From an optimization exercise on the open Yosys and OpenROAD flow, aimed at small area, a short achievable clock period and few clock cycles; shortcuts taken in it are not production practice.
In this exercise RTL edits were held to simulation tests only and were not proved equivalent to the original.

==> flow/design.v <==
`default_nettype none
module ntt_core (
    input  logic        clk,
    input  logic        reset,
    input  logic        cmd_valid,
    output logic        cmd_ready,
    input  logic [1:0]  cmd,
    input  logic        in_valid,
    output logic        in_ready,
    input  logic [12:0] in_data,
    output logic        out_valid,
    input  logic        out_ready,
    output logic [12:0] out_data,
    output logic        busy
);
    localparam logic [13:0] Q = 14'd7681;
    function automatic logic [27:0] ks27(input logic [26:0] a, input logic [26:0] b,
                                         input logic cin);
        logic [26:0] g, p, gg, pp, gn, pn;
        logic [27:0] r;
        g = a & b;
        p = a ^ b;
        gg = g;
        pp = p;
        gg[0] = g[0] | (p[0] & cin);
        for (int d = 1; d < 27; d = d * 2) begin
            gn = gg;
            pn = pp;
            for (int i = d; i < 27; i++) begin
                gn[i] = gg[i] | (pp[i] & gg[i-d]);
                pn[i] = pp[i] & pp[i-d];
            end
            gg = gn;
            pp = pn;
        end
        r[0] = p[0] ^ cin;
        for (int i = 1; i < 27; i++) r[i] = p[i] ^ gg[i-1];
        r[27] = gg[26];
        ks27 = r;
    endfunction
    function automatic logic [53:0] csa27(input logic [26:0] x, input logic [26:0] y,
                                          input logic [26:0] z);
        logic [26:0] sm, cy;
        sm = x ^ y ^ z;
        cy = (x & y) | (x & z) | (y & z);
        csa27 = {sm, cy[25:0], 1'b0};
    endfunction
    function automatic logic [12:0] mod_add(input logic [12:0] a, input logic [12:0] b);
        logic [27:0] s, t;
        logic [53:0] c;
        s = ks27({14'd0, a}, {14'd0, b}, 1'b0);
        c = csa27({14'd0, a}, {14'd0, b}, 27'd8703);   
        t = ks27({12'd0, c[41:27]}, {12'd0, c[14:0]}, 1'b0);
        mod_add = t[14] ? t[12:0] : s[12:0];
    endfunction
    function automatic logic [12:0] mod_sub(input logic [12:0] a, input logic [12:0] b);
        logic [27:0] d, t;
        logic [53:0] c;
        d = ks27({14'd0, a}, {13'd0, ~{1'b0, b}}, 1'b1);         
        c = csa27({14'd0, a}, {13'd0, ~{1'b0, b}}, 27'd7682);   
        t = ks27({13'd0, c[40:27]}, {13'd0, c[13:0]}, 1'b0);
        mod_sub = d[14] ? d[12:0] : t[12:0];
    endfunction
    function automatic logic [12:0] tw_rom(input logic [2:0] r, input logic [2:0] e);
        logic [12:0] v;
        v = 13'd0;
        case ({r, e})
            {3'd0, 3'd0}: v = 13'd990; {3'd0, 3'd1}: v = 13'd7103; {3'd0, 3'd2}: v = 13'd2634; {3'd0, 3'd3}: v = 13'd5538;
            {3'd0, 3'd4}: v = 13'd7427; {3'd0, 3'd5}: v = 13'd4400; {3'd0, 3'd6}: v = 13'd6819; {3'd0, 3'd7}: v = 13'd6586;
            {3'd1, 3'd0}: v = 13'd990; {3'd1, 3'd1}: v = 13'd1095; {3'd1, 3'd2}: v = 13'd862; {3'd1, 3'd3}: v = 13'd3281;
            {3'd1, 3'd4}: v = 13'd254; {3'd1, 3'd5}: v = 13'd2143; {3'd1, 3'd6}: v = 13'd5047; {3'd1, 3'd7}: v = 13'd578;
            {3'd2, 3'd0}: v = 13'd990; {3'd2, 3'd1}: v = 13'd3281; {3'd2, 3'd2}: v = 13'd5047; {3'd2, 3'd3}: v = 13'd6586;
            {3'd2, 3'd4}: v = 13'd7427; {3'd2, 3'd5}: v = 13'd7103; {3'd2, 3'd6}: v = 13'd862; {3'd2, 3'd7}: v = 13'd2143;
            {3'd3, 3'd0}: v = 13'd990; {3'd3, 3'd1}: v = 13'd5538; {3'd3, 3'd2}: v = 13'd6819; {3'd3, 3'd3}: v = 13'd578;
            {3'd3, 3'd4}: v = 13'd254; {3'd3, 3'd5}: v = 13'd1095; {3'd3, 3'd6}: v = 13'd2634; {3'd3, 3'd7}: v = 13'd4400;
            {3'd4, 3'd0}: v = 13'd990; {3'd4, 3'd1}: v = 13'd2143; {3'd4, 3'd2}: v = 13'd6819; {3'd4, 3'd3}: v = 13'd7103;
            {3'd4, 3'd4}: v = 13'd254; {3'd4, 3'd5}: v = 13'd6586; {3'd4, 3'd6}: v = 13'd2634; {3'd4, 3'd7}: v = 13'd3281;
            {3'd5, 3'd0}: v = 13'd990; {3'd5, 3'd1}: v = 13'd4400; {3'd5, 3'd2}: v = 13'd5047; {3'd5, 3'd3}: v = 13'd1095;
            {3'd5, 3'd4}: v = 13'd7427; {3'd5, 3'd5}: v = 13'd578; {3'd5, 3'd6}: v = 13'd862; {3'd5, 3'd7}: v = 13'd5538;
            {3'd6, 3'd0}: v = 13'd990; {3'd6, 3'd1}: v = 13'd6586; {3'd6, 3'd2}: v = 13'd862; {3'd6, 3'd3}: v = 13'd4400;
            {3'd6, 3'd4}: v = 13'd254; {3'd6, 3'd5}: v = 13'd5538; {3'd6, 3'd6}: v = 13'd5047; {3'd6, 3'd7}: v = 13'd7103;
            {3'd7, 3'd0}: v = 13'd990; {3'd7, 3'd1}: v = 13'd578; {3'd7, 3'd2}: v = 13'd2634; {3'd7, 3'd3}: v = 13'd2143;
            {3'd7, 3'd4}: v = 13'd7427; {3'd7, 3'd5}: v = 13'd3281; {3'd7, 3'd6}: v = 13'd6819; {3'd7, 3'd7}: v = 13'd1095;
            default: v = 13'd0;
        endcase
        tw_rom = v;
    endfunction
    function automatic logic [3:0] bitrev4(input logic [3:0] x);
        bitrev4 = {x[0], x[1], x[2], x[3]};
    endfunction
    localparam logic [1:0] S_IDLE = 2'd0;
    localparam logic [1:0] S_LTW  = 2'd1;
    localparam logic [1:0] S_LD   = 2'd2;
    localparam logic [1:0] S_POST = 2'd3;
    localparam logic [5:0] ST_OUT = 6'd32;   
    localparam logic [5:0] ST_END = 6'd48;   
    logic [1:0] state, state_n;
    logic [5:0] st, st_n;
    logic       run_ok, run_ok_n;   
    logic [2:0] root, root_n;       
    logic       ov;                 
    logic       o1v, o2v;           
    logic [3:0] o1t, o2t;           
    logic [4:0] want;               
    logic       rdy, bsy, inr;      
    logic cmd_fire, in_fire, oissue, oload, orewind;
    assign cmd_ready = rdy;
    assign busy      = bsy;
    assign in_ready  = inr;
    assign out_valid = ov;
    assign cmd_fire  = cmd_valid && rdy;
    assign in_fire   = in_valid && inr;
    assign oissue    = (state == S_POST) && run_ok && (st >= ST_OUT) && (st < ST_END);
    assign oload     = o2v && (o2t == want[3:0]) && !want[4] && (!ov || out_ready);
    assign orewind   = o2v && (o2t == want[3:0]) && !want[4] && !oload;
    logic [2:0] root_dec;
    always_comb begin
        case (in_data)
            13'd527:  root_dec = 3'd0;
            13'd583:  root_dec = 3'd1;
            13'd849:  root_dec = 3'd2;
            13'd1728: root_dec = 3'd3;
            13'd5953: root_dec = 3'd4;
            13'd6832: root_dec = 3'd5;
            13'd7098: root_dec = 3'd6;
            default:  root_dec = 3'd7;
        endcase
    end
    always_comb begin
        state_n  = state;
        st_n     = st;
        run_ok_n = run_ok;
        root_n   = root;
        case (state)
            S_IDLE: begin
                st_n     = '0;
                run_ok_n = 1'b0;
                if (cmd_fire) begin
                    case (cmd)
                        2'd0:    state_n = S_LTW;
                        2'd1:    state_n = S_LD;
                        default: state_n = S_IDLE;
                    endcase
                end
            end
            S_LTW: begin
                if (in_fire) begin
                    st_n = st + 6'd1;
                    if (st == 6'd1) root_n = root_dec;
                    if (st == 6'd7) state_n = S_IDLE;
                end
            end
            S_LD: begin
                if (in_fire) begin
                    st_n = st + 6'd1;
                    if (st == 6'd15) state_n = S_POST;
                end
            end
            default: begin   
                if (cmd_fire && cmd == 2'd2) run_ok_n = 1'b1;
                if (orewind) st_n = {2'b10, want[3:0]};
                else if (st < ST_OUT || oissue) st_n = st + 6'd1;
                if (want[4] && ov && out_ready) state_n = S_IDLE;
            end
        endcase
    end
    always_ff @(posedge clk or posedge reset) begin
        if (reset) begin
            state  <= S_IDLE;
            st     <= '0;
            run_ok <= 1'b0;
            root   <= '0;
            ov     <= 1'b0;
            o1v    <= 1'b0;
            o2v    <= 1'b0;
            want   <= '0;
            rdy    <= 1'b1;
            bsy    <= 1'b0;
            inr    <= 1'b0;
        end else begin
            state  <= state_n;
            st     <= st_n;
            run_ok <= run_ok_n;
            root   <= root_n;
            o1v <= oissue;
            o1t <= st[3:0];
            o2v <= o1v;
            o2t <= o1t;
            if (oload) ov <= 1'b1;
            else if (out_ready) ov <= 1'b0;
            if (state != S_POST) want <= '0;
            else if (oload) want <= want + 5'd1;
            rdy <= (state_n == S_IDLE) || (state_n == S_POST && !run_ok_n);
            bsy <= !((state_n == S_IDLE) || (state_n == S_POST && !run_ok_n));
            inr <= (state_n == S_LTW) || (state_n == S_LD);
        end
    end
    logic       op_v, op_ld, op_in, op_bf;
    logic [3:0] op_a, op_b;
    logic [2:0] op_e;
    always_comb begin
        op_v  = 1'b0;
        op_ld = 1'b0;   
        op_in = 1'b0;   
        op_bf = 1'b0;   
        op_a  = 4'd0;
        op_b  = 4'd0;
        op_e  = 3'd0;
        if (state == S_LD) begin
            op_v  = in_fire;
            op_in = 1'b1;
            if (!st[3]) begin
                op_ld = 1'b1;
                op_a  = st[3:0];
            end else begin
                op_bf = 1'b1;
                op_a  = {1'b0, st[2:0]};
                op_b  = {1'b1, st[2:0]};
                op_e  = st[2:0];
            end
        end else if (state == S_POST && st < ST_OUT) begin
            op_v  = (st >= 6'd16);
            op_bf = 1'b1;
            case (st[3:0])
                4'd0:  begin op_a = 4'd0;  op_b = 4'd4;  op_e = 3'd0; end
                4'd1:  begin op_a = 4'd1;  op_b = 4'd5;  op_e = 3'd2; end
                4'd2:  begin op_a = 4'd2;  op_b = 4'd6;  op_e = 3'd4; end
                4'd3:  begin op_a = 4'd3;  op_b = 4'd7;  op_e = 3'd6; end
                4'd4:  begin op_a = 4'd8;  op_b = 4'd12; op_e = 3'd0; end
                4'd5:  begin op_a = 4'd9;  op_b = 4'd13; op_e = 3'd2; end
                4'd6:  begin op_a = 4'd10; op_b = 4'd14; op_e = 3'd4; end
                4'd7:  begin op_a = 4'd11; op_b = 4'd15; op_e = 3'd6; end
                4'd8:  begin op_a = 4'd0;  op_b = 4'd2;  op_e = 3'd0; end
                4'd9:  begin op_a = 4'd1;  op_b = 4'd3;  op_e = 3'd4; end
                4'd10: begin op_a = 4'd8;  op_b = 4'd10; op_e = 3'd0; end
                4'd11: begin op_a = 4'd9;  op_b = 4'd11; op_e = 3'd4; end
                4'd12: begin op_a = 4'd4;  op_b = 4'd6;  op_e = 3'd0; end
                4'd13: begin op_a = 4'd5;  op_b = 4'd7;  op_e = 3'd4; end
                4'd14: begin op_a = 4'd12; op_b = 4'd14; op_e = 3'd0; end
                default: begin op_a = 4'd13; op_b = 4'd15; op_e = 3'd4; end
            endcase
        end else begin
            op_a = bitrev4(st[3:0]) & 4'b1110;
            op_b = bitrev4(st[3:0]) | 4'b0001;
        end
    end
    logic [12:0] rf [16];
    logic       pa;
    logic [2:0] x0, x1;
    logic [12:0] rd0, rd1;
    assign pa  = ^op_a;
    assign x0  = pa ? op_b[3:1] : op_a[3:1];
    assign x1  = pa ? op_a[3:1] : op_b[3:1];
    always_comb begin
        case (x0)
            3'd0: rd0 = rf[0];
            3'd1: rd0 = rf[3];
            3'd2: rd0 = rf[5];
            3'd3: rd0 = rf[6];
            3'd4: rd0 = rf[9];
            3'd5: rd0 = rf[10];
            3'd6: rd0 = rf[12];
            default: rd0 = rf[15];
        endcase
        case (x1)
            3'd0: rd1 = rf[1];
            3'd1: rd1 = rf[2];
            3'd2: rd1 = rf[4];
            3'd3: rd1 = rf[7];
            3'd4: rd1 = rf[8];
            3'd5: rd1 = rf[11];
            3'd6: rd1 = rf[13];
            default: rd1 = rf[14];
        endcase
    end
    logic [12:0] e1_u, e1_v;
    logic        e1_ld, e1_bf, e1_neg;
    logic [3:0]  e1_a, e1_b;
    logic [2:0]  e1_e;
    always_ff @(posedge clk) begin
        begin
            e1_u   <= op_ld ? 13'd0 : (pa ? rd1 : rd0);
            e1_v   <= op_in ? in_data : (pa ? rd0 : rd1);
            e1_ld  <= op_v && op_ld;
            e1_bf  <= op_v && op_bf;
            e1_a   <= op_a;
            e1_b   <= op_b;
            e1_e   <= op_e;
            e1_neg <= st[3];   
        end
    end
    logic [12:0] e2_s, e2_d;
    assign e2_s = mod_add(e1_u, e1_v);
    assign e2_d = mod_sub(e1_u, e1_v);
    logic [12:0] s_r, d_r;
    logic        s_we, s_neg;
    logic [3:0]  s_a;
    always_ff @(posedge clk) begin
        begin
            s_r   <= e2_s;
            d_r   <= e2_d;
            s_we  <= e1_ld || e1_bf;
            s_a   <= e1_a;
            s_neg <= e1_neg;
        end
    end
    logic [12:0] oreg;
    always_ff @(posedge clk) begin
        if (oload) oreg <= s_neg ? d_r : s_r;
    end
    assign out_data = oreg;
    logic [12:0] m_d, m_w;
    assign m_d = d_r;
    logic [25:0] m_s, m_c, m_p;
    logic [16:0] m_t1;
    logic [14:0] m_t2;
    logic        m_v [5];
    logic [3:0]  m_b [5];
    logic [26:0] pp [13];
    for (genvar i = 0; i < 13; i++) begin : g_pp
        assign pp[i] = 27'({14'd0, m_d & {13{m_w[i]}}} << i);
    end
    logic [53:0] l1a, l1b, l1c, l1d, l2a, l2b, l2c, l3a, l3b, l4a, l5;
    assign l1a = csa27(pp[0], pp[1], pp[2]);
    assign l1b = csa27(pp[3], pp[4], pp[5]);
    assign l1c = csa27(pp[6], pp[7], pp[8]);
    assign l1d = csa27(pp[9], pp[10], pp[11]);
    assign l2a = csa27(l1a[53:27], l1a[26:0], l1b[53:27]);
    assign l2b = csa27(l1b[26:0], l1c[53:27], l1c[26:0]);
    assign l2c = csa27(l1d[53:27], l1d[26:0], pp[12]);
    assign l3a = csa27(l2a[53:27], l2a[26:0], l2b[53:27]);
    assign l3b = csa27(l2b[26:0], l2c[53:27], l2c[26:0]);
    assign l4a = csa27(l3a[53:27], l3a[26:0], l3b[53:27]);
    assign l5  = csa27(l4a[53:27], l4a[26:0], l3b[26:0]);
    logic [27:0] k_p;
    logic [53:0] k1a, k2a;
    logic [27:0] k_t1;
    assign k_p = ks27({1'b0, m_s}, {1'b0, m_c}, 1'b0);
    assign k1a = csa27({14'd0, m_p[8:0], 4'd0}, {10'd0, ~{8'd0, m_p[8:0]}},
                       {10'd0, ~m_p[25:9]});
    assign k2a = csa27(k1a[53:27], k1a[26:0], 27'd122898);
    assign k_t1 = ks27({10'd0, k2a[43:27]}, {10'd0, k2a[16:0]}, 1'b0);
    logic [53:0] j1a, j2a;
    logic [27:0] k_t2;
    assign j1a = csa27({12'd0, m_t1[8:0], 4'd0}, {12'd0, ~{6'd0, m_t1[8:0]}},
                       {12'd0, ~{7'd0, m_t1[16:9]}});
    assign j2a = csa27(j1a[53:27], j1a[26:0], 27'd7683);
    assign k_t2 = ks27({12'd0, j2a[41:27]}, {12'd0, j2a[14:0]}, 1'b0);
    always_ff @(posedge clk) begin
        m_w  <= tw_rom(root, e1_e);
        m_s  <= l5[52:27];
        m_c  <= l5[25:0];
        m_p  <= k_p[25:0];
        m_t1 <= k_t1[16:0];
        m_t2 <= k_t2[14:0];
        m_v[0] <= e1_bf;
        m_b[0] <= e1_b;
        for (int i = 1; i < 5; i++) begin
            m_v[i] <= m_v[i-1];
            m_b[i] <= m_b[i-1];
        end
    end
    logic [27:0] m_tm;
    logic [12:0] m_res;
    assign m_tm  = ks27({12'd0, m_t2}, 27'd25087, 1'b0);   
    assign m_res = m_tm[15] ? m_tm[12:0] : m_t2[12:0];
    always_ff @(posedge clk) begin
        for (int k = 0; k < 16; k++) begin
            if (s_we && s_a == 4'(k)) begin
                rf[k] <= s_r;
            end else if (m_v[4] && m_b[4] == 4'(k)) begin
                rf[k] <= m_res;
            end
        end
    end
endmodule
`default_nettype wire
==> flow/run.sh <==
#!/bin/bash
# synth_recipe.tcl (not shown) runs the flow's synth.tcl, then flattens the netlist and writes it again
# the make line also repeats each setting of config.mk as NAME=value (left out here)
make -C /OpenROAD-flow-scripts/flow DESIGN_CONFIG=/design/flow/config.mk WORK_HOME=/design/flow/orfs CLKGATE_MAP_FILE= SYNTH_SCRIPT=/design/flow/synth_recipe.tcl finish
==> flow/config.mk <==
export PLATFORM = sky130hd
export DESIGN_NAME = ntt_core
export DESIGN_NICKNAME = ntt_core
export VERILOG_FILES = /design/flow/design.v
export SDC_FILE = /design/flow/constraint.sdc
export NUM_CORES = 4
export LEC_CHECK = 0
export CAP_MARGIN = 20
export CORE_MARGIN = 2
export CORE_UTILIZATION = 35
export SLEW_MARGIN = 20
==> flow/constraint.sdc <==
create_clock -name core_clock -period 12.0 [get_ports {clk}]
set_input_delay 2.4000 -clock core_clock [delete_from_list [all_inputs] [get_ports {clk}]]
set_output_delay 2.4000 -clock core_clock [all_outputs]
set_load 0.01 [all_outputs]
==> results of run 1 <==
[state kept, by name, summed over array words and instances, names as in the netlist, 6 cells and up]
| name | cells |
|---|---|
| d_r | 13 |
| e1_u | 13 |
| e1_v | 13 |
| m_b | 20 |
| m_c | 20 |
| m_p | 26 |
| m_s | 26 |
| m_t1 | 17 |
| m_t2 | 14 |
| m_w | 13 |
| oreg | 13 |
| rf | 208 |
| s_r | 13 |
| st | 6 |
[Yosys cell counts, types with 20 or more instances]
cell,instances
edfxtp_1,229
nand2_1,221
xnor2_1,71
fa_1,149
a222oi_1,37
a31oi_1,25
dfrtp_1,22
dfxtp_1,213
clkbuf_1,121
nand2b_1,25
o21ai_0,148
nor3_1,39
buf_2,32
and2_1,134
ha_1,204
nand3_1,40
o22ai_1,25
buf_1,20
nor2b_1,20
inv_1,298
nor2_1,320
a21oi_1,266
[routing by layer]
metal	vias to the layer above	global-route usage, %
met5	-	0
met4	0	4.90
met3	125	2.33
met2	819	29.8
met1	10710	25.4
li1	10416	-
[logic make-up after synthesis]
group | after synthesis
and+or+nand+nor | 901
AOI/OAI and AO/OA | 724
buffers and inverters | 486
DFF | 465
adders and majority gates | 355
xor gates and xnor gates | 94
muxes | 32
[path summary, 6_finish.rpt]
check                      startpoint        end  slack [ns]  cells after the start
max                          state[0]   e1_v[12]        7.88                      9
min                         m_b[0][0]  m_b[1][0]        0.32                      0
max reg2reg                  state[0]   e1_v[12]        7.88                      9
min reg2reg                 m_b[0][0]  m_b[1][0]        0.32                      0
max in group asynchronous       reset        rdy        9.48                      3
min in group asynchronous       reset    root[1]        2.18                      3
[cell type report]
type	instances	area (sq um)	share of cell area, %
inverters	299	1120	3.47
clock inverters	20	196	0.607
repair buffers	62	556	1.72
multi-input cells	2106	15900	49.1
clock buffers	78	1540	4.77
flip-flops and latches	465	11700	36.2
well taps	1080	1350	4.17
[placed cells by master, fill, tap and decap left out, types with 69 or more instances in the layout]
cell type and count:
a21oi_1 265, and2_1 134, dfxtp_1 213, edfxtp_1 229, fa_1 149, ha_1 203
inv_1 298, nand2_1 220, nor2_1 320, o21ai_0 132, xnor2_1 69
[worst register-to-register path, stage by stage (launching register included)]
cell and delay (ns):
dfrtp_1 0.46, ha_1 0.59, nor2b_1 0.62, o32a_1 0.26, nor2_1 0.04, a221o_1 0.57
a222oi_1 0.39, nor4bb_1 0.75, o32a_1 0.27, o21ai_1 0.05
[through the flow]
step	utilization [%]	cell area, sq um
floorplan	-	29400
global placement	36.7	30600
detailed placement	36.7	30600
CTS	38.8	32400
global route	38.8	32400
finish	38.8	32400
==> summary.md, run 1 <==
| Metric | Value |
|---|---|
| Status | `complete, no violations` |
| Setup Buffers After CTS | `0` |
| Met2 Wirelength | `37000 microns` |
| Row count | `106` |
| Dpl cells | `4012` |
| Max Root-Sink Buffers | `3` |
| Diode count | `0` |
| Vias per cell | `5.37` |
| Peak Freq | `0.243 GHz` |
| Slew margin rel. | `16.8%` |
| Clk sinks | `465` |
| Critical path arrival | `4.60 ns` |
| DIE AREA | `0.0864 sq mm` |
| Fin crit period | `4.12 ns` |
| GRT Overall Usage | `18.2%` |
| Die Wd | `294 microns` |
| Largest family of logic cells by synthesized area | `adder cells` |
| Startpoint Class | `flop` |
| EDFF count, synth | `229` |
| DRC | `0` |
| Synth Area in Compound Gates | `15.6%` |
| Unique masters post-synth | `89` |
| Port bufs | `36` |
| Crit Path Category | `reg -> reg` |
| Starting density of the core | `35.3%` |
| DRT Wirelength | `79500 microns` |
| Vias in the first global route | `20927` |
| Fillers | `8146` |
| Post-route setup slack | `7.88 ns` |
| Syn Std Cell Area | `0.0294 sq mm` |
| Worst setup EP type | `flop` |
| CTS Root Cell | `clkbuf_16` |
| Antenna violations before repair | `0` |
| Gate Count Post-Synth | `3057` |
| Worst Path Required | `12.48 ns` |
| Min Hold Slack | `0.316 ns` |
| Syn-to-layout area delta | `10.1%` |
| Crit share post-route | `34.3%` |
| Top sig layer | `met4` |
| Yosys top cell by area | `edfxtp_1` |
| CTS tree | `yes` |
| Met3 Routed Length | `5780 microns` |
| Layout Skew | `0.0322 ns` |
| Synth Area in Simple Gates | `14.8%` |
| CP top delay family | `compound AO/OA/AOI/OAI gates` |
| Clock slew at reported path FFs | `0.06 ns` |
| Top fanout value on the critical path | `18` |
| CP max stage cell | `nor4bb_1` |
| CP cell instances | `ha_1 -> nor2b_1 -> o32a_1 -> nor2_1 -> a221o_1 -> a222oi_1 -> nor4bb_1 -> o32a_1 -> o21ai_1` |
| WL met1 | `34700 microns` |
| Global-route wire length before repair | `123000 microns` |
| Synth top area share | `23.4%` |
| HP Class | `reg -> reg` |
| Mux cell area share after synthesis | `1.33%` |
| H-tree Lvls | `2` |
| Largest net degree at the start of global routing | `83` |
| Core area | `0.0834 sq mm` |
| Post-cts sizing count | `0` |
| Per-cell routed wire length | `19.3 microns` |
| Unrepaired setup endpoints after global routing | `false` |
| Fin. max-slew vios | `0` |
| Final HPWL DP | `57200 microns` |
| WP buf/inv | `0` |
| Total negative slack | `0 ns` |
| Slew @ Worst Pin | `1.24 ns` |
| Most used cell along the critical path | `o32a_1` |
| Layout cells sized above 1 | `6.70%` |
| Most used flip-flop cell after synthesis | `edfxtp_1` |
| I/O Pins | `37` |
| Detailed Route Iter0 Violations | `2243` |
| Grt total ovfl | `0` |
| Hold buffers post-CTS | `0` |
| Nets | `3359` |
| Main area contributors after synthesis | `edfxtp_1 (23%), dfxtp_1 (14%), fa_1 (10%)` |
| Max incr delay on CP | `0.75 ns` |
| Chip Height | `294 microns` |
| Post-place setup slack | `7.46 ns` |
| Async SR Flop Fraction | `4.95%` |
| Pre-Repair DR Iteration Count | `8` |
| Final setup viols | `0` |
| Worst-Skew Late Latency | `0.62 ns` |
| Syn. warnings | `5` |
| #FFs+latches synth | `465` |
| Final-report hold violation count | `0` |
| Remaining antenna violation count after routing | `0` |
| Final cell count without fillers | `4110` |
| Routed vias | `22070` |
| Synth Area in Adders | `18.9%` |
| Max Cap Viol | `0` |
| Seq/Total Area, Yosys | `39.8%` |
| Cts bufs inserted | `52` |
| Synth Net Count | `3430` |
| Synth Area in XOR/XNOR | `3.07%` |
| Mapped Avg Cell Area | `9.62 sq um` |
| Placer Congestion | `0.870` |
Testbench counts, summed over its fixed seeds: cycles 9,984.
==> inputs of run 2 (changes only) <==
--- a/flow/design.v
+++ b/flow/design.v
@@ -112,3 +112,3 @@
     assign in_fire   = in_valid && inr;
-    assign oissue    = (state == S_POST) && run_ok && (st >= ST_OUT) && (st < ST_END);
+    assign oissue    = (state == S_POST) && run_ok && st[5] && !st[4];
     assign oload     = o2v && (o2t == want[3:0]) && !want[4] && (!ov || out_ready);
@@ -128,2 +128,6 @@
     end
+    logic last_tw, last_ld, done;
+    assign last_tw = (st[2:0] == 3'd7);
+    assign last_ld = (st[3:0] == 4'd15);
+    assign done    = want[4] && ov && out_ready;
     always_comb begin
@@ -148,4 +152,4 @@
                     st_n = st + 6'd1;
-                    if (st == 6'd1) root_n = root_dec;
-                    if (st == 6'd7) state_n = S_IDLE;
+                    if (st[2:0] == 3'd1) root_n = root_dec;
+                    if (last_tw) state_n = S_IDLE;
                 end
@@ -155,3 +159,3 @@
                     st_n = st + 6'd1;
-                    if (st == 6'd15) state_n = S_POST;
+                    if (last_ld) state_n = S_POST;
                 end
@@ -161,4 +165,4 @@
                 if (orewind) st_n = {2'b10, want[3:0]};
-                else if (st < ST_OUT || oissue) st_n = st + 6'd1;
-                if (want[4] && ov && out_ready) state_n = S_IDLE;
+                else if (!st[5] || oissue) st_n = st + 6'd1;
+                if (done) state_n = S_IDLE;
             end
@@ -172,3 +176,2 @@
             root   <= '0;
-            ov     <= 1'b0;
             o1v    <= 1'b0;
@@ -176,5 +179,2 @@
             want   <= '0;
-            rdy    <= 1'b1;
-            bsy    <= 1'b0;
-            inr    <= 1'b0;
         end else begin
@@ -185,61 +185,103 @@
             o1v <= oissue;
-            o1t <= st[3:0];
             o2v <= o1v;
-            o2t <= o1t;
-            if (oload) ov <= 1'b1;
-            else if (out_ready) ov <= 1'b0;
             if (state != S_POST) want <= '0;
             else if (oload) want <= want + 5'd1;
-            rdy <= (state_n == S_IDLE) || (state_n == S_POST && !run_ok_n);
-            bsy <= !((state_n == S_IDLE) || (state_n == S_POST && !run_ok_n));
-            inr <= (state_n == S_LTW) || (state_n == S_LD);
         end
     end
+    logic rdy_n, inr_n;
+    always_comb begin
+        case (state)
+            S_IDLE:  rdy_n = !(cmd_fire && !cmd[1]);
+            S_LTW:   rdy_n = in_fire && last_tw;
+            S_LD:    rdy_n = in_fire && last_ld;
+            default: rdy_n = (!run_ok && !(cmd_fire && cmd == 2'd2)) || done;
+        endcase
+        case (state)
+            S_IDLE:  inr_n = cmd_fire && !cmd[1];
+            S_LTW:   inr_n = !(in_fire && last_tw);
+            S_LD:    inr_n = !(in_fire && last_ld);
+            default: inr_n = 1'b0;
+        endcase
+    end
+    always_ff @(posedge clk) begin
+        rdy <= rdy_n;
+        bsy <= !rdy_n;
+        inr <= inr_n;
+        ov  <= (state == S_POST) && (oload || (ov && !out_ready));
+        o1t <= st[3:0];
+        o2t <= o1t;
+    end
+    logic [3:0] ta, tb, nx;
+    logic [2:0] te;
+    assign nx = st[3:0] + 4'd1;
+    always_comb begin
+        ta = 4'd0;
+        tb = 4'd0;
+        te = 3'd0;
+        case (nx)
+            4'd0: begin ta = 4'd0; tb = 4'd4; te = 3'd0; end
+            4'd1: begin ta = 4'd1; tb = 4'd5; te = 3'd2; end
+            4'd2: begin ta = 4'd2; tb = 4'd6; te = 3'd4; end
+            4'd3: begin ta = 4'd3; tb = 4'd7; te = 3'd6; end
+            4'd4: begin ta = 4'd8; tb = 4'd12; te = 3'd0; end
+            4'd5: begin ta = 4'd9; tb = 4'd13; te = 3'd2; end
+            4'd6: begin ta = 4'd10; tb = 4'd14; te = 3'd4; end
+            4'd7: begin ta = 4'd11; tb = 4'd15; te = 3'd6; end
+            4'd8: begin ta = 4'd0; tb = 4'd2; te = 3'd0; end
+            4'd9: begin ta = 4'd1; tb = 4'd3; te = 3'd4; end
+            4'd10: begin ta = 4'd8; tb = 4'd10; te = 3'd0; end
+            4'd11: begin ta = 4'd9; tb = 4'd11; te = 3'd4; end
+            4'd12: begin ta = 4'd4; tb = 4'd6; te = 3'd0; end
+            4'd13: begin ta = 4'd5; tb = 4'd7; te = 3'd4; end
+            4'd14: begin ta = 4'd12; tb = 4'd14; te = 3'd0; end
+            4'd15: begin ta = 4'd13; tb = 4'd15; te = 3'd4; end
+            default: ;
+        endcase
+    end
+    logic [3:0] t_a, t_b;
+    logic [2:0] t_e, t_x0, t_x1;
+    logic       t_pa;
+    always_ff @(posedge clk) begin
+        t_a  <= ta;
+        t_b  <= tb;
+        t_e  <= te;
+        t_pa <= ^ta;
+        t_x0 <= (^ta) ? tb[3:1] : ta[3:1];
+        t_x1 <= (^ta) ? ta[3:1] : tb[3:1];
+    end
+    logic       is_ld, is_ops;
     logic       op_v, op_ld, op_in, op_bf;
-    logic [3:0] op_a, op_b;
+    logic [3:0] op_a, op_b, brv;
     logic [2:0] op_e;
+    logic       pa;
+    logic [2:0] x0, x1;
+    assign is_ld  = (state == S_LD);
+    assign is_ops = (state == S_POST) && !st[5];
+    assign brv    = bitrev4(st[3:0]);
     always_comb begin
-        op_v  = 1'b0;
-        op_ld = 1'b0;   
-        op_in = 1'b0;   
-        op_bf = 1'b0;   
-        op_a  = 4'd0;
-        op_b  = 4'd0;
-        op_e  = 3'd0;
-        if (state == S_LD) begin
-            op_v  = in_fire;
-            op_in = 1'b1;
-            if (!st[3]) begin
-                op_ld = 1'b1;
-                op_a  = st[3:0];
-            end else begin
-                op_bf = 1'b1;
-                op_a  = {1'b0, st[2:0]};
-                op_b  = {1'b1, st[2:0]};
-                op_e  = st[2:0];
-            end
-        end else if (state == S_POST && st < ST_OUT) begin
-            op_v  = (st >= 6'd16);
-            op_bf = 1'b1;
-            case (st[3:0])
-                4'd0:  begin op_a = 4'd0;  op_b = 4'd4;  op_e = 3'd0; end
-                4'd1:  begin op_a = 4'd1;  op_b = 4'd5;  op_e = 3'd2; end
-                4'd2:  begin op_a = 4'd2;  op_b = 4'd6;  op_e = 3'd4; end
-                4'd3:  begin op_a = 4'd3;  op_b = 4'd7;  op_e = 3'd6; end
-                4'd4:  begin op_a = 4'd8;  op_b = 4'd12; op_e = 3'd0; end
-                4'd5:  begin op_a = 4'd9;  op_b = 4'd13; op_e = 3'd2; end
-                4'd6:  begin op_a = 4'd10; op_b = 4'd14; op_e = 3'd4; end
-                4'd7:  begin op_a = 4'd11; op_b = 4'd15; op_e = 3'd6; end
-                4'd8:  begin op_a = 4'd0;  op_b = 4'd2;  op_e = 3'd0; end
-                4'd9:  begin op_a = 4'd1;  op_b = 4'd3;  op_e = 3'd4; end
-                4'd10: begin op_a = 4'd8;  op_b = 4'd10; op_e = 3'd0; end
-                4'd11: begin op_a = 4'd9;  op_b = 4'd11; op_e = 3'd4; end
-                4'd12: begin op_a = 4'd4;  op_b = 4'd6;  op_e = 3'd0; end
-                4'd13: begin op_a = 4'd5;  op_b = 4'd7;  op_e = 3'd4; end
-                4'd14: begin op_a = 4'd12; op_b = 4'd14; op_e = 3'd0; end
-                default: begin op_a = 4'd13; op_b = 4'd15; op_e = 3'd4; end
-            endcase
+        op_in = is_ld;
+        op_ld = is_ld && !st[3];
+        op_bf = is_ld ? st[3] : is_ops;
+        op_v  = is_ld ? in_fire : (is_ops && st[4]);
+        if (is_ld) begin
+            op_a = {1'b0, st[2:0]};
+            op_b = {1'b1, st[2:0]};
+            op_e = st[2:0];
+            pa   = ^op_a;
+            x0   = pa ? op_b[3:1] : op_a[3:1];
+            x1   = pa ? op_a[3:1] : op_b[3:1];
+        end else if (is_ops) begin
+            op_a = t_a;
+            op_b = t_b;
+            op_e = t_e;
+            pa   = t_pa;
+            x0   = t_x0;
+            x1   = t_x1;
         end else begin
-            op_a = bitrev4(st[3:0]) & 4'b1110;
-            op_b = bitrev4(st[3:0]) | 4'b0001;
+            op_a = brv & 4'b1110;
+            op_b = brv | 4'b0001;
+            op_e = 3'd0;
+            pa   = ^brv[3:1];
+            x0   = brv[3:1];
+            x1   = brv[3:1];
         end
@@ -247,8 +289,3 @@
     logic [12:0] rf [16];
-    logic       pa;
-    logic [2:0] x0, x1;
     logic [12:0] rd0, rd1;
-    assign pa  = ^op_a;
-    assign x0  = pa ? op_b[3:1] : op_a[3:1];
-    assign x1  = pa ? op_a[3:1] : op_b[3:1];
     always_comb begin
==> run 2 against run 1 <==
Against the previous run: area after synthesis decreased by 0.80%; flip-flop and latch count up 11; routed wire length down 0.24%; register-to-register slack improved by 0.15 ns; critical path depth down 2; still clean; synthesized cell count shrank 2.2%; clock skew up 0.045 ns; clock-buffer cell count fell by 2.
==> summary.md, run 2 <==
| Metric | Value |
|---|---|
| Synth Net Count | `3361 (-2.0%)` |
| Hold buffers post-CTS | `0 (unchanged)` |
| Most used flip-flop cell after synthesis | `dfxtp_1` |
| Fin. max-slew vios | `0 (unchanged)` |
| Antenna violations before repair | `3 (+3)` |
| FF+latch area | `0.0118 sq mm (+1.0%)` |
| Top fanout value on the critical path | `6 (-12)` |
| Final setup viols | `0 (unchanged)` |
| Largest regs | `rf (208), m_p (26), m_s (26)` |
| Commonest non-fill, non-tap cell in the layout | `nor2_1` |
| Fin crit period | `4.11 ns (-0.00462 ns)` |
| Commonest cells post-synth | `nor2_1 (320), a21oi_1 (301), inv_1 (295)` |
| Biggest register | `rf` |
| Vias in the first global route | `21156 (+1.1%)` |
| Die Wd | `293 microns (-0.39%)` |
| Seq/Total Area, Yosys | `40.6% (+0.73 points)` |
| Syn-to-layout area delta | `10.9%` |
| Remaining antenna violation count after routing | `0 (unchanged)` |
| Placer Congestion | `0.870 (about the same)` |
| Cts bufs inserted | `52 (unchanged)` |
| H-tree Lvls | `2 (unchanged)` |
| Commonest cells after routing, fill and taps aside | `nor2_1 (320), a21oi_1 (300), inv_1 (295)` |
| Max Root-Sink Buffers | `3 (unchanged)` |
| Detailed Route Iter0 Violations | `1993 (-11%)` |
| #FFs+latches synth | `476 (+2.4%)` |
| Clock slew at reported path FFs | `0.07 ns (about the same)` |
| Post-cts sizing count | `0 (unchanged)` |
| Layout Skew | `0.0768 ns (+0.0446 ns)` |
| Starting density of the core | `35.4% (+0.17 points)` |
| Reg2reg start | `e1_u[2]` |
| DRT Wirelength | `79300 microns (-0.24%)` |
| Worst-Skew Late Latency | `0.66 ns (+0.04 ns)` |
| Fillers | `7995 (-1.9%)` |
| Port bufs | `36 (unchanged)` |
| Syn Std Cell Area | `0.0292 sq mm (-0.80%)` |
| Row count | `105 (-0.94%)` |
| Layout cells sized above 1 | `7.45% (+0.75 points)` |
| Yosys top cell by area | `edfxtp_1` |
| Status | `complete, no violations` |
| CP Capture Point | `root[0]` |
| I/O Pins | `37 (unchanged)` |
| DRC | `0 (unchanged)` |
| Unrepaired setup endpoints after global routing | `false` |
| Final HPWL DP | `56200 microns (-1.8%)` |
| Main area contributors after synthesis | `edfxtp_1 (23%), dfxtp_1 (16%), fa_1 (10%)` |
| Reg-to-Reg End | `s_r[5]` |
| Nets | `3319 (-1.2%)` |
| Crit Path Category | `in -> reg` |
| Setup crit start | `in_data[3]` |
| Worst R2R Path Depth | `11 (+2)` |
| Vias per cell | `5.26 (-2.1%)` |
| DIE AREA | `0.0857 sq mm (-0.78%)` |
| Dpl cells | `3963 (-1.2%)` |
| Per-cell routed wire length | `19.5 microns (+0.91%)` |
| Chip Height | `293 microns (-0.39%)` |
| Max reg flops | `208 (unchanged)` |
| Critical path arrival | `4.66 ns (+0.06 ns)` |
| Clk sinks | `476 (+2.4%)` |
| CTS tree | `yes` |
| Async SR Flop Fraction | `3.99% (-0.95 points)` |
| FF-to-FF setup slack | `8.03 ns (+0.15 ns)` |
| Setup Buffers After CTS | `0 (unchanged)` |
| CTS Root Cell | `clkbuf_16` |
| Worst setup EP type | `flop` |
| Most numerous cell in the Yosys netlist | `nor2_1` |
| Gate Count Post-Synth | `2990 (-2.2%)` |
| Worst Path Required | `12.54 ns (+0.06 ns)` |
| Multi-input logic area | `0.0156 sq mm (-1.8%)` |
| Largest net degree at the start of global routing | `66 (-20%)` |
| EDFF count, synth | `221 (-3.5%)` |
| Final-report hold violation count | `0 (unchanged)` |
| Peak Freq | `0.243 GHz (+0.11%)` |
| Startpoint Class | `primary input` |
| Routed vias | `21366 (-3.2%)` |
| Max Cap Viol | `0 (unchanged)` |
| Slew margin rel. | `22.2% (+5.3 points)` |
| Slew @ Worst Pin | `1.17 ns (-0.0750 ns)` |
| Grt total ovfl | `0 (unchanged)` |
| Mapped Avg Cell Area | `9.76 sq um (+1.4%)` |
| Global-route wire length before repair | `123000 microns (-0.65%)` |
| Syn. warnings | `5 (unchanged)` |
| HP Class | `reg -> reg` |
| Pre-Repair DR Iteration Count | `5 (-3)` |
| Total negative slack | `0 ns (unchanged)` |
| Core area | `0.0824 sq mm (-1.3%)` |
| Final cell count without fillers | `4063 (-1.1%)` |
| Unique masters post-synth | `95 (+6.7%)` |
| Crit share post-route | `34.3% (-0.039 points)` |
| Synth top area share | `22.7% (-0.64 points)` |
| GRT Overall Usage | `18.4% (+0.15 points)` |
[run 2: cell count changes in the layout (fill, tap and decap cells not counted), sizes merged, moves of 9 or more]
cell    previous run  this run
o32a              11         2
a222oi            37         4
nand3             40        51
nand2b            25        14
mux2i             12        25
dfxtp            213       236
a21oi            266       305
mux4               4        24
a22oi             16         2
xor2              17        27
and4bb             9         0
o21ai            158       144
[run 2: how the worst min path moves through the flow]
| stage | start | end | slack [ns] | cells after the start |
|---|---|---|---|---|
| floorplan | e1_b[0] | m_b[0][0] | 0.31 | 0 |
| global placement | m_b[3][2] | m_b[4][2] | 0.31 | 0 |
| detailed placement | m_b[2][3] | m_b[3][3] | 0.31 | 0 |
| CTS | m_b[3][2] | m_b[4][2] | 0.32 | 0 |
| global route | m_s[4] | m_p[4] | 0.33 | 0 |
| finish | m_b[3][2] | m_b[4][2] | 0.32 | 0 |
[run 2: layout make-up]
class	count	share of cell area, %
timing repair buffer	68	1.89
clock inverter	22	0.707
antenna	1	0.00773
multi-input combinational	2052	48.2
tap	1070	4.14
inverter	298	3.46
sequential	476	36.6
clock buffer	76	5.01
[run 2: per-stage QoR]
step	util, %	area [sq um]	setup WS [ns]	hold WS, ns
floorplan	-	29200	8.03	0.310
detailed placement	37.0	30500	7.26	0.312
CTS	39.3	32300	7.94	0.321
finish	39.3	32400	7.89	0.319
global placement	37.0	30500	7.28	0.310
global route	39.3	32400	7.72	0.330
[run 2: cell families (layout without fill, tap and decap cells)]
kind of cell,after synthesis,after routing,synth area share [%]
mux,72,72,3.62
flops,476,476,40.6
other cells,0,1,0
simple gates,850,850,13.4
buf+inv,462,464,6.18
xor+xnor,101,101,3.30
compound gates,678,678,14.1
fa+ha+maj,351,351,18.9
[run 2: critical path: stages]
cell and delay (ns):
clkdlybuf4s50_1 0.58, or3_1 0.43, nor3_1 0.19, nand3_1 0.17, o32ai_1 0.38, o21bai_1 0.16, o32a_1 0.36
[run 2: routing by layer]
layer / track usage, % / up-vias / share of wire (%)
li1: - / 10113 / -
met1: 24.3 / 10398 / 43
met2: 31.4 / 719 / 48
met3: 2.41 / 132 / 6.4
met4: 5.28 / 4 / 2.7
met5: 0 / - / 0.034
Testbench counts of run 2, summed over its fixed seeds: cycles 9,984.
==> inputs of run 3 (changes only) <==
--- a/flow/design.v
+++ b/flow/design.v
@@ -101,4 +101,4 @@
     logic       ov;                 
-    logic       o1v, o2v;           
-    logic [3:0] o1t, o2t;           
+    logic       o1v;                
+    logic [3:0] o1t;                
     logic [4:0] want;               
@@ -113,4 +113,4 @@
     assign oissue    = (state == S_POST) && run_ok && st[5] && !st[4];
-    assign oload     = o2v && (o2t == want[3:0]) && !want[4] && (!ov || out_ready);
-    assign orewind   = o2v && (o2t == want[3:0]) && !want[4] && !oload;
+    assign oload     = o1v && (o1t == want[3:0]) && !want[4] && (!ov || out_ready);
+    assign orewind   = o1v && (o1t == want[3:0]) && !want[4] && !oload;
     logic [2:0] root_dec;
@@ -177,3 +177,2 @@
             o1v    <= 1'b0;
-            o2v    <= 1'b0;
             want   <= '0;
@@ -185,3 +184,2 @@
             o1v <= oissue;
-            o2v <= o1v;
             if (state != S_POST) want <= '0;
@@ -211,3 +209,2 @@
         o1t <= st[3:0];
-        o2t <= o1t;
     end
@@ -313,3 +310,3 @@
     logic [12:0] e1_u, e1_v;
-    logic        e1_ld, e1_bf, e1_neg;
+    logic        e1_ld, e1_bf, e1_neg, e1_out;
     logic [3:0]  e1_a, e1_b;
@@ -325,3 +322,4 @@
             e1_e   <= op_e;
-            e1_neg <= st[3];   
+            e1_neg <= st[5] && st[3];   
+            e1_out <= (state == S_POST) && st[5];
         end
@@ -332,3 +330,3 @@
     logic [12:0] s_r, d_r;
-    logic        s_we, s_neg;
+    logic        s_we;
     logic [3:0]  s_a;
@@ -336,3 +334,3 @@
         begin
-            s_r   <= e2_s;
+            if (!e1_out || oload) s_r <= e1_neg ? e2_d : e2_s;
             d_r   <= e2_d;
@@ -340,10 +338,5 @@
             s_a   <= e1_a;
-            s_neg <= e1_neg;
         end
     end
-    logic [12:0] oreg;
-    always_ff @(posedge clk) begin
-        if (oload) oreg <= s_neg ? d_r : s_r;
-    end
-    assign out_data = oreg;
+    assign out_data = s_r;
     logic [12:0] m_d, m_w;
==> run 3 against run 2 <==
Against the previous run: first-iteration DRC count decreased by 4.0%; sequential share of layout area is 0.61 points lower; flip-flop and latch count shrank 16; core utilization is 0.25 points lower; register-to-register slack got worse by 0.06 ns; non-clock buffer count grew 8; global-route usage up 1.1 points; hold slack improved by 0.0068 ns; critical path type is now reg -> out; critical endpoint is now out_data[8]; largest cell class unchanged.
==> summary.md, run 3 <==
| Metric | Value |
|---|---|
| Largest net degree at the start of global routing | `66 (unchanged)` |
| FF-to-FF setup slack | `7.97 ns (-0.06 ns)` |
| Final-report hold violation count | `0 (unchanged)` |
| CP top delay family | `flip-flops` |
| Mapped Avg Cell Area | `9.50 sq um (-2.6%)` |
| Commonest cells post-synth | `nor2_1 (331), a21oi_1 (303), inv_1 (293)` |
| Gate Count Post-Synth | `3050 (+2.0%)` |
| Largest regs | `rf (208), m_p (26), m_s (26)` |
| Syn. warnings | `5 (unchanged)` |
| Most used flip-flop cell after synthesis | `edfxtp_1` |
| Synth Net Count | `3421 (+1.8%)` |
| H-tree Lvls | `2 (unchanged)` |
| Starting density of the core | `35.4% (-0.068 points)` |
| Clock slew at reported path FFs | `0.06 ns (about the same)` |
| Worst Path Required | `9.60 ns (-2.94 ns)` |
| Setup Buffers After CTS | `0 (unchanged)` |
| Post-cts sizing count | `0 (unchanged)` |
| Startpoint Class | `flop` |
| DIE AREA | `0.0851 sq mm (-0.66%)` |
| Status | `complete, no violations` |
| Total negative slack | `0 ns (unchanged)` |
| Port bufs | `36 (unchanged)` |
| Worst setup EP type | `output pin` |
| Placer Congestion | `0.913 (+5.0%)` |
| #FFs+latches synth | `460 (-3.4%)` |
| Seq/Total Area, Yosys | `39.7% (-0.85 points)` |
| Max reg flops | `208 (unchanged)` |
| Synth Area in XOR/XNOR | `3.23% (-0.068 points)` |
| Slew margin rel. | `20.2% (-2.0 points)` |
| Worst-Skew Late Latency | `0.62 ns (-0.04 ns)` |
| Reg-to-Reg End | `e1_v[7]` |
| Vias in the first global route | `21650 (+2.3%)` |
| DRC | `0 (unchanged)` |
| Hold-critical path endpoint | `m_b[1][3]` |
| Yosys top cell by area | `edfxtp_1` |
| Layout cells sized above 1 | `6.70% (-0.76 points)` |
| Crit Path Category | `reg -> out` |
| Biggest register | `rf` |
| Final Cell Area | `0.0320 sq mm (-1.1%)` |
| Layout Skew | `0.0352 ns (-0.0415 ns)` |
| Synth Area in Simple Gates | `14.3% (+0.94 points)` |
| Per-cell routed wire length | `20.1 microns (+3.0%)` |
| Dpl cells | `4026 (+1.6%)` |
| Global-route wire length before repair | `128000 microns (+4.8%)` |
| Final cell count without fillers | `4122 (+1.5%)` |
| Max Root-Sink Buffers | `3 (unchanged)` |
| Worst R2R Path Depth | `11 (unchanged)` |
| Syn-to-layout area delta | `10.4%` |
| Final setup viols | `0 (unchanged)` |
| Core area | `0.0820 sq mm (-0.48%)` |
| Hold buffers post-CTS | `0 (unchanged)` |
| Levels on crit path | `1 (-6)` |
| Antenna violations before repair | `4 (+1)` |
| HP Class | `reg -> reg` |
| Worst hold path startpoint | `m_b[0][3]` |
| CP max stage cell | `edfxtp_1` |
| Peak Freq | `0.210 GHz (-14%)` |
| I/O Pins | `37 (unchanged)` |
| Synth top area share | `22.9% (+0.15 points)` |
| Pre-Repair DR Iteration Count | `6 (+1)` |
| Nets | `3378 (+1.8%)` |
| Unrepaired setup endpoints after global routing | `false` |
| Synth Area in Adders | `19.0% (+0.13 points)` |
| Row count | `105 (unchanged)` |
| CP cell instances | `clkdlybuf4s50_1` |
| Main area contributors after synthesis | `edfxtp_1 (23%), dfxtp_1 (15%), fa_1 (10%)` |
| Commonest cells after routing, fill and taps aside | `nor2_1 (330), a21oi_1 (301), inv_1 (293)` |
| Routed vias | `21974 (+2.8%)` |
| Max incr delay on CP | `1.05 ns (+0.47 ns)` |
| Async SR Flop Fraction | `3.91% (-0.079 points)` |
| Synth Area in Compound Gates | `15.0% (+0.89 points)` |
| Cts bufs inserted | `49 (-5.8%)` |
| DRT Wirelength | `82800 microns (+4.4%)` |
| Most numerous cell in the Yosys netlist | `nor2_1` |
| Mux cell area share after synthesis | `2.49% (-1.1 points)` |
| Crit share post-route | `39.8% (+5.5 points)` |
| Fin. max-slew vios | `0 (unchanged)` |
| Reg2reg start | `st[1]` |
| Remaining antenna violation count after routing | `0 (unchanged)` |
| Top fanout value on the critical path | `17 (+11)` |
| Chip Height | `292 microns (-0.33%)` |
| Max Cap Viol | `0 (unchanged)` |
| CTS tree | `yes` |
| Vias per cell | `5.33 (+1.4%)` |
| Critical path arrival | `2.37 ns (-2.29 ns)` |
| Detailed Route Iter0 Violations | `1913 (-4.0%)` |
| Post-DP Area | `0.0303 sq mm (-0.50%)` |
| Syn Std Cell Area | `0.0290 sq mm (-0.67%)` |
| Largest family of logic cells by synthesized area | `adder cells` |
| Commonest non-fill, non-tap cell in the layout | `nor2_1` |
| Grt total ovfl | `0 (unchanged)` |
| Die Wd | `292 microns (-0.33%)` |
| EDFF count, synth | `221 (unchanged)` |
| Slew @ Worst Pin | `1.19 ns (+0.0269 ns)` |
| WP buf/inv | `1 (unchanged)` |
| CTS Root Cell | `clkbuf_16` |
| Unique masters post-synth | `82 (-14%)` |
| GRT Overall Usage | `19.5% (+1.1 points)` |
| Final HPWL DP | `59400 microns (+5.8%)` |
| Fin crit period | `4.77 ns (+0.656 ns)` |
| Clk sinks | `460 (-3.4%)` |
| Hold Path Stages | `0 (unchanged)` |
==> run 3: changes by cell type after synthesis, moves of 10 or more <==
cell | previous run | this run
nand2_1 | 224 | 246
a22oi_1 | 2 | 18
nand2b_1 | 14 | 30
dfxtp_1 | 236 | 221
mux4_2 | 24 | 10
o21ai_0 | 139 | 152
nor2_1 | 320 | 331
and3_1 | 8 | 18
==> run 3: worst max path at each step <==
| stage | from | to | slack [ns] |
|---|---|---|---|
| after global placement | in_data[6] | root[0] | 7.52 |
| final | s_r[8] | out_data[8] | 7.23 |
| after detailed placement | in_data[6] | root[0] | 7.47 |
| after floorplan | in_data[11] | root[1] | 8.33 |
| after CTS | s_r[8] | out_data[8] | 7.24 |
| after global routing | s_r[8] | out_data[8] | 7.17 |
==> run 3: routing by layer <==
layer,up-vias,part of all wire [%],track usage [%]
li1,10345,-,-
met1,10658,43,25.9
met2,809,47,32.1
met3,158,7.4,3.24
met4,4,3.2,6.45
met5,-,0.025,0
==> run 3: logic make-up (layout without fill, tap and decap cells) <==
group,Yosys count,count (layout)
buf+inv,463,460
mux,57,57
fa+ha+maj,351,351
simple gates,901,901
other cells,0,5
xor+xnor,101,101
flops,460,460
compound gates,717,717
==> run 3: cell type report <==
cell class,instances,area [sq um]
timing repair buffer,76,661
fill,8200,50000
clock buffer,66,1410
tap,1070,1340
sequential,460,11500
inverter,293,1100
clock inverter,25,251
antenna,5,12.5
multi-input combinational,2127,15700
==> run 3: worst reg2reg max path, cell delays in order (launching register included) <==
cell and delay, ns:
dfrtp_1 0.56, inv_1 0.14, ha_1 0.42, xnor2_1 0.31, nand2_1 0.23, o21ai_1 0.15
buf_4 0.31, nand3_1 0.62, o2bb2ai_1 0.34, o32ai_1 0.26, a22oi_1 0.42, o21ai_0 0.16
==> run 3: per-stage QoR <==
stage | setup slack (ns) | util [%] | hold slack [ns]
2_1_floorplan | 8.33 | - | 0.310
3_3_place_gp | 7.52 | 37.0 | 0.310
3_5_place_dp | 7.47 | 37.0 | 0.312
4_1_cts | 7.24 | 39.0 | 0.327
5_1_grt | 7.17 | 39.0 | 0.332
6_report | 7.23 | 39.0 | 0.326
Testbench counts of run 3, summed over its fixed seeds: cycles 9,792.

-- separate check: timing with driven ports --
How much do the figures lean on ideal ports? The routed layouts below were timed once more, with nothing changed but the port constraints. Step 1 (the two cells are an assumption about what drives the block):
set clk [get_ports {clk}]
set_driving_cell -lib_cell sky130_fd_sc_hd__clkbuf_16 $clk
set_driving_cell -lib_cell sky130_fd_sc_hd__buf_2 [delete_from_list [all_inputs] $clk]
Step 2 times the ports against the registers' clock, not the clock port: input delays grow and output delays shrink by t, the midpoint of the rising clock arrivals with the driver on. Slacks: ideal / step 1 / step 2; pairs: ideal / step 1.
run | shift t [ns] | slack for setup (ns) | worst hold slack (ns) | cell pins on the clock port's net
run 1 | 0.658 | 7.881 / 7.861 / 7.421 | 0.316 / 0.316 / 0.316 | 1
run 2 | 0.686 | 7.885 / 7.876 / 7.190 | 0.319 / 0.319 / 0.319 | 1
run 3 | 0.663 | 7.229 / 7.172 / 7.409 | 0.326 / 0.326 / 0.326 | 1
After both steps every run listed still meets setup and hold. For run 2, which loses most, drivers alone change the setup slack by -0.009 ns; drivers and shift together by -0.695 ns.
